This design comes from an exercise in tuning for small area on the open sky130 flow, not from production work.
Function was checked by simulation only, so behaviour that the tests miss may differ from the original.
No activity file was given, so power comes from the tool's default toggle rates. The clock port is modelled as an ideal driver; clocking choices that lean on that would not hold on a real chip.

## dcache_top
module dcache_top (
	input  logic               clk,
	input  logic               rst_n,
	input  logic               i_req_valid,
	input  logic               i_req_write,
	input  dcache_pkg::addr_t  i_req_addr,
	input  dcache_pkg::addr_t  i_req_addr_next,
	input  dcache_pkg::word_t  i_req_wdata,
	output logic               o_resp_valid,
	output dcache_pkg::word_t  o_resp_rdata,
	output logic               o_mem_rd_go,
	output dcache_pkg::addr_t  o_mem_rd_base,
	input  logic               i_mem_rd_done,
	input  logic               i_mem_rd_valid,
	input  dcache_pkg::word_t  i_mem_rd_data,
	output logic               o_mem_wr_go,
	output dcache_pkg::addr_t  o_mem_wr_base,
	input  logic               i_mem_wr_done,
	output logic               o_mem_wr_valid,
	output dcache_pkg::word_t  o_mem_wr_data
);
Size in the first run: ~3,600 cells after synthesis, roughly 2,200 flip-flops, ~200 I/O pins, about 78,000 µm² of cells after synthesis.
==> module dcache_top, before the edit <==
module dcache_top (
	input  logic               clk,
	input  logic               rst_n,
	input  logic               i_req_valid,
	input  logic               i_req_write,
	input  dcache_pkg::addr_t  i_req_addr,
	input  dcache_pkg::addr_t  i_req_addr_next,
	input  dcache_pkg::word_t  i_req_wdata,
	output logic               o_resp_valid,
	output dcache_pkg::word_t  o_resp_rdata,
	output logic               o_mem_rd_go,
	output dcache_pkg::addr_t  o_mem_rd_base,
	input  logic               i_mem_rd_done,
	input  logic               i_mem_rd_valid,
	input  dcache_pkg::word_t  i_mem_rd_data,
	output logic               o_mem_wr_go,
	output dcache_pkg::addr_t  o_mem_wr_base,
	input  logic               i_mem_wr_done,
	output logic               o_mem_wr_valid,
	output dcache_pkg::word_t  o_mem_wr_data
);
	localparam int NL = dcache_pkg::NUM_LINES;
	localparam int NW = NL * dcache_pkg::LINE_WORDS;
	localparam logic [1:0] S_READY  = 2'd0;
	localparam logic [1:0] S_FLUSH  = 2'd1;
	localparam logic [1:0] S_WAIT   = 2'd2;
	localparam logic [1:0] S_REFILL = 2'd3;
	logic [1:0] state, next_state;
	logic [1:0] beat, beat_next;
	logic [NL - 1 : 0] valid_bits, dirty_bits;
	dcache_pkg::tag_t  tags [NL];
	dcache_pkg::word_t words [NW];
	dcache_pkg::tag_t   req_tag;
	dcache_pkg::index_t req_index;
	logic [1:0] req_offset, word_sel;
	logic ready, flush, wait_st, refill;
	logic [NL - 1 : 0] line_hot;
	logic [3:0] word_hot;
	logic [NW - 1 : 0] sel_hot;
	dcache_pkg::tag_t  tag_rdata;
	dcache_pkg::word_t rdata, wdata;
	logic line_valid, line_dirty, match, victim_dirty, hit, miss;
	logic beat_last, word_we, fill, mark_dirty;
	assign {req_tag, req_index, req_offset} = i_req_addr[15:2];
	assign ready   = state == S_READY;
	assign flush   = state == S_FLUSH;
	assign wait_st = state == S_WAIT;
	assign refill  = state == S_REFILL;
	always_ff @(posedge clk)
	begin
		for (int l = 0; l < NL; l++)
			line_hot[l] <= i_req_addr_next[7:4] == l;
	end
	assign word_sel = (next_state == S_READY) ? i_req_addr_next[3:2] : beat_next;
	always_ff @(posedge clk)
	begin
		for (int w = 0; w < 4; w++)
			word_hot[w] <= word_sel == w;
	end
	always_comb
	begin
		for (int k = 0; k < NW; k++)
			sel_hot[k] = line_hot[k / 4] & word_hot[k % 4];
	end
	for (genvar b = 0; b < dcache_pkg::DATA_WIDTH; b++)
	begin : g_rbit
		logic [NW - 1 : 0] col;
		for (genvar k = 0; k < NW; k++)
			assign col[k] = words[k][b];
		dcache_onehot_mux #(.N (NW)) u_mux (.i_sel (sel_hot), .i_data (col), .o_data (rdata[b]));
	end
	for (genvar b = 0; b < dcache_pkg::TAG_WIDTH; b++)
	begin : g_tbit
		logic [NL - 1 : 0] col;
		for (genvar l = 0; l < NL; l++)
			assign col[l] = tags[l][b];
		dcache_onehot_mux #(.N (NL)) u_mux (.i_sel (line_hot), .i_data (col), .o_data (tag_rdata[b]));
	end
	dcache_onehot_mux #(.N (NL)) u_valid_mux (.i_sel (line_hot), .i_data (valid_bits), .o_data (line_valid));
	dcache_onehot_mux #(.N (NL)) u_dirty_mux (.i_sel (line_hot), .i_data (dirty_bits), .o_data (line_dirty));
	assign match = line_valid & (tag_rdata == req_tag);
	assign victim_dirty = line_valid & line_dirty;
	assign hit = i_req_valid & match & ready;
	assign miss = i_req_valid & ~match & ready;
	assign beat_last = beat == 2'd3;
	assign beat_next = beat + 2'(flush || (refill && i_mem_rd_valid));
	always_comb
	begin
		next_state = state;
		unique case (state)
			S_READY:
			begin
				if (miss && victim_dirty && i_mem_wr_done)
					next_state = S_FLUSH;
				else if (miss && !victim_dirty && i_mem_rd_done)
					next_state = S_REFILL;
			end
			S_FLUSH:
				if (beat_last)
					next_state = S_WAIT;
			S_WAIT:
				if (i_mem_wr_done && i_mem_rd_done)
					next_state = S_REFILL;
			S_REFILL:
				if (i_mem_rd_valid && beat_last)
					next_state = S_READY;
		endcase
	end
	always_ff @(posedge clk or negedge rst_n)
	begin
		if (!rst_n)
		begin
			state <= S_READY;
			beat <= '0;
		end
		else
		begin
			state <= next_state;
			beat <= beat_next;
		end
	end
	assign mark_dirty = hit & i_req_write;
	assign fill = refill & i_mem_rd_valid & beat_last;
	assign word_we = mark_dirty | (refill & i_mem_rd_valid);
	assign wdata = ready ? i_req_wdata : i_mem_rd_data;
	always_ff @(posedge clk)
	begin
		for (int k = 0; k < NW; k++)
			if (word_we && sel_hot[k])
				words[k] <= wdata;
		for (int l = 0; l < NL; l++)
			if (fill && line_hot[l])
				tags[l] <= req_tag;
	end
	always_ff @(posedge clk or negedge rst_n)
	begin
		if (!rst_n)
			valid_bits <= '0;
		else
			valid_bits <= valid_bits | (line_hot & {NL{fill}});
	end
	always_ff @(posedge clk)
	begin
		for (int l = 0; l < NL; l++)
			if ((fill || mark_dirty) && line_hot[l])
				dirty_bits[l] <= ~fill;
	end
	assign o_resp_valid = hit;
	assign o_resp_rdata = rdata;
	assign o_mem_wr_data = rdata;
	assign o_mem_wr_go = miss & victim_dirty & i_mem_wr_done;
	assign o_mem_wr_base = {tag_rdata, req_index, 4'b0000};
	assign o_mem_wr_valid = flush;
	assign o_mem_rd_go = (miss & ~victim_dirty & i_mem_rd_done)
		| (wait_st & i_mem_wr_done & i_mem_rd_done);
	assign o_mem_rd_base = {req_tag, req_index, 4'b0000};
endmodule
export LEC_CHECK = 0
export CAP_MARGIN = 5
export CORE_MARGIN = 2
export CORE_UTILIZATION = 70
export SLEW_MARGIN = 5
export SYNTH_HIERARCHICAL = 1
export SYNTH_MINIMUM_KEEP_SIZE = 0
create_clock -name core_clock -period 7.5 [get_ports {clk}]
standard.sh (not shown) runs the stock make flow with config.mk's settings and CLKGATE_MAP_FILE= SYNTH_SCRIPT=/design/flow/synth_recipe.tcl, a recipe that flattens the netlist after the stock synthesis.
==> flow/flow/run.sh <==
#!/bin/bash
# The standard layout, with single-drive port buffers and a clock tree built
# from larger sink clusters and without dummy balancing loads.
set -euo pipefail
export BUFFER_PORTS_ARGS="-buffer_cell sky130_fd_sc_hd__buf_1"
export CTS_ARGS="-sink_clustering_enable -repair_clock_nets -dont_use_dummy_load -sink_clustering_size 30 -sink_clustering_max_diameter 100"
bash standard.sh > standard.log 2>&1
Edit:
--- a/flow/design.v
+++ b/flow/design.v
@@ -51,12 +51,19 @@
 module dcache_aoi222 (
 	input  logic i_a0, i_b0, i_a1, i_b1, i_a2, i_b2,
 	output logic o_y
 );
 	assign o_y = ~((i_a0 & i_b0) | (i_a1 & i_b1) | (i_a2 & i_b2));
 endmodule
+module dcache_and2 (
+	input  logic i_a,
+	input  logic i_b,
+	output logic o_y
+);
+	assign o_y = i_a & i_b;
+endmodule
 `timescale 1ns/1ps
 module dcache_top (
 	input  logic               clk,
 	input  logic               rst_n,
 	input  logic               i_req_valid,
 	input  logic               i_req_write,
@@ -88,39 +95,42 @@
 	dcache_pkg::tag_t  tags [NL];
 	dcache_pkg::word_t words [NW];
 	dcache_pkg::tag_t   req_tag;
 	dcache_pkg::index_t req_index;
 	logic [1:0] req_offset, word_sel;
 	logic ready, flush, wait_st, refill;
+	dcache_pkg::index_t line_r;
+	logic [1:0] word_r;
 	logic [NL - 1 : 0] line_hot;
 	logic [3:0] word_hot;
-	logic [NW - 1 : 0] sel_hot;
+	logic [NW - 1 : 0] sel_hot, word_de;
 	dcache_pkg::tag_t  tag_rdata;
 	dcache_pkg::word_t rdata, wdata;
 	logic line_valid, line_dirty, match, victim_dirty, hit, miss;
 	logic beat_last, word_we, fill, mark_dirty;
 	assign {req_tag, req_index, req_offset} = i_req_addr[15:2];
 	assign ready   = state == S_READY;
 	assign flush   = state == S_FLUSH;
 	assign wait_st = state == S_WAIT;
 	assign refill  = state == S_REFILL;
 	always_ff @(posedge clk)
+		line_r <= i_req_addr_next[7:4];
+	assign word_sel = (next_state == S_READY) ? i_req_addr_next[3:2] : beat_next;
+	always_ff @(posedge clk)
+		word_r <= word_sel;
+	always_comb
 	begin
 		for (int l = 0; l < NL; l++)
-			line_hot[l] <= i_req_addr_next[7:4] == l;
-	end
-	assign word_sel = (next_state == S_READY) ? i_req_addr_next[3:2] : beat_next;
-	always_ff @(posedge clk)
-	begin
+			line_hot[l] = line_r == l;
 		for (int w = 0; w < 4; w++)
-			word_hot[w] <= word_sel == w;
-	end
-	always_comb
-	begin
-		for (int k = 0; k < NW; k++)
-			sel_hot[k] = line_hot[k / 4] & word_hot[k % 4];
+			word_hot[w] = word_r == w;
+	end
+	for (genvar k = 0; k < NW; k++)
+	begin : g_word
+		dcache_and2 u_sel (.i_a (line_hot[k / 4]), .i_b (word_hot[k % 4]), .o_y (sel_hot[k]));
+		dcache_and2 u_we (.i_a (word_we), .i_b (sel_hot[k]), .o_y (word_de[k]));
 	end
 	for (genvar b = 0; b < dcache_pkg::DATA_WIDTH; b++)
 	begin : g_rbit
 		logic [NW - 1 : 0] col;
 		for (genvar k = 0; k < NW; k++)
 			assign col[k] = words[k][b];
@@ -180,13 +190,13 @@
 	assign fill = refill & i_mem_rd_valid & beat_last;
 	assign word_we = mark_dirty | (refill & i_mem_rd_valid);
 	assign wdata = ready ? i_req_wdata : i_mem_rd_data;
 	always_ff @(posedge clk)
 	begin
 		for (int k = 0; k < NW; k++)
-			if (word_we && sel_hot[k])
+			if (word_de[k])
 				words[k] <= wdata;
 		for (int l = 0; l < NL; l++)
 			if (fill && line_hot[l])
 				tags[l] <= req_tag;
 	end
 	always_ff @(posedge clk or negedge rst_n)
Synthesized cell count went down slightly.
Sequential share of layout area falls by 0.14 points.
Wire length goes down slightly.
Power goes up by a few percent.
Design area barely changes.
Flip-flop and latch count decreases by 14.
Cell count increases slightly.
Non-clock buffer count grows by 36.
Maximum frequency drops by roughly a tenth.
Setup slack got worse by 0.63 ns.

==> port drivers added, routing unchanged <==
The results above use ideal ports. As a check the final layouts listed here were re-extracted and re-timed, cells and wires unchanged. Step 1 (the two cells are an assumption about what drives the block):
set clk [get_ports {clk}]
set_driving_cell -lib_cell sky130_fd_sc_hd__clkbuf_16 $clk
set_driving_cell -lib_cell sky130_fd_sc_hd__buf_2 [delete_from_list [all_inputs] $clk]
Step 2 adds t to the input delays and takes it off the output delays; t is the mean of the earliest and latest rising clock arrival at the registers after step 1. Input paths then give back, and output paths get back, about the clock's delay inside the block. Three values: ideal, step 1, step 2; two values: the first two.
run	t, ns	setup slack, ns	worst setup path after step 2	clock arrival spread, ns	slew at the worst register clock pin (ns)
the first run	0.768	1.279 / 1.198 / 1.966	register to output	0.050 / 0.050	0.12 / 0.12
the second run	0.774	0.647 / 0.569 / 1.341	register to register	0.039 / 0.039	0.11 / 0.11
After both steps every run listed still meets setup and hold.
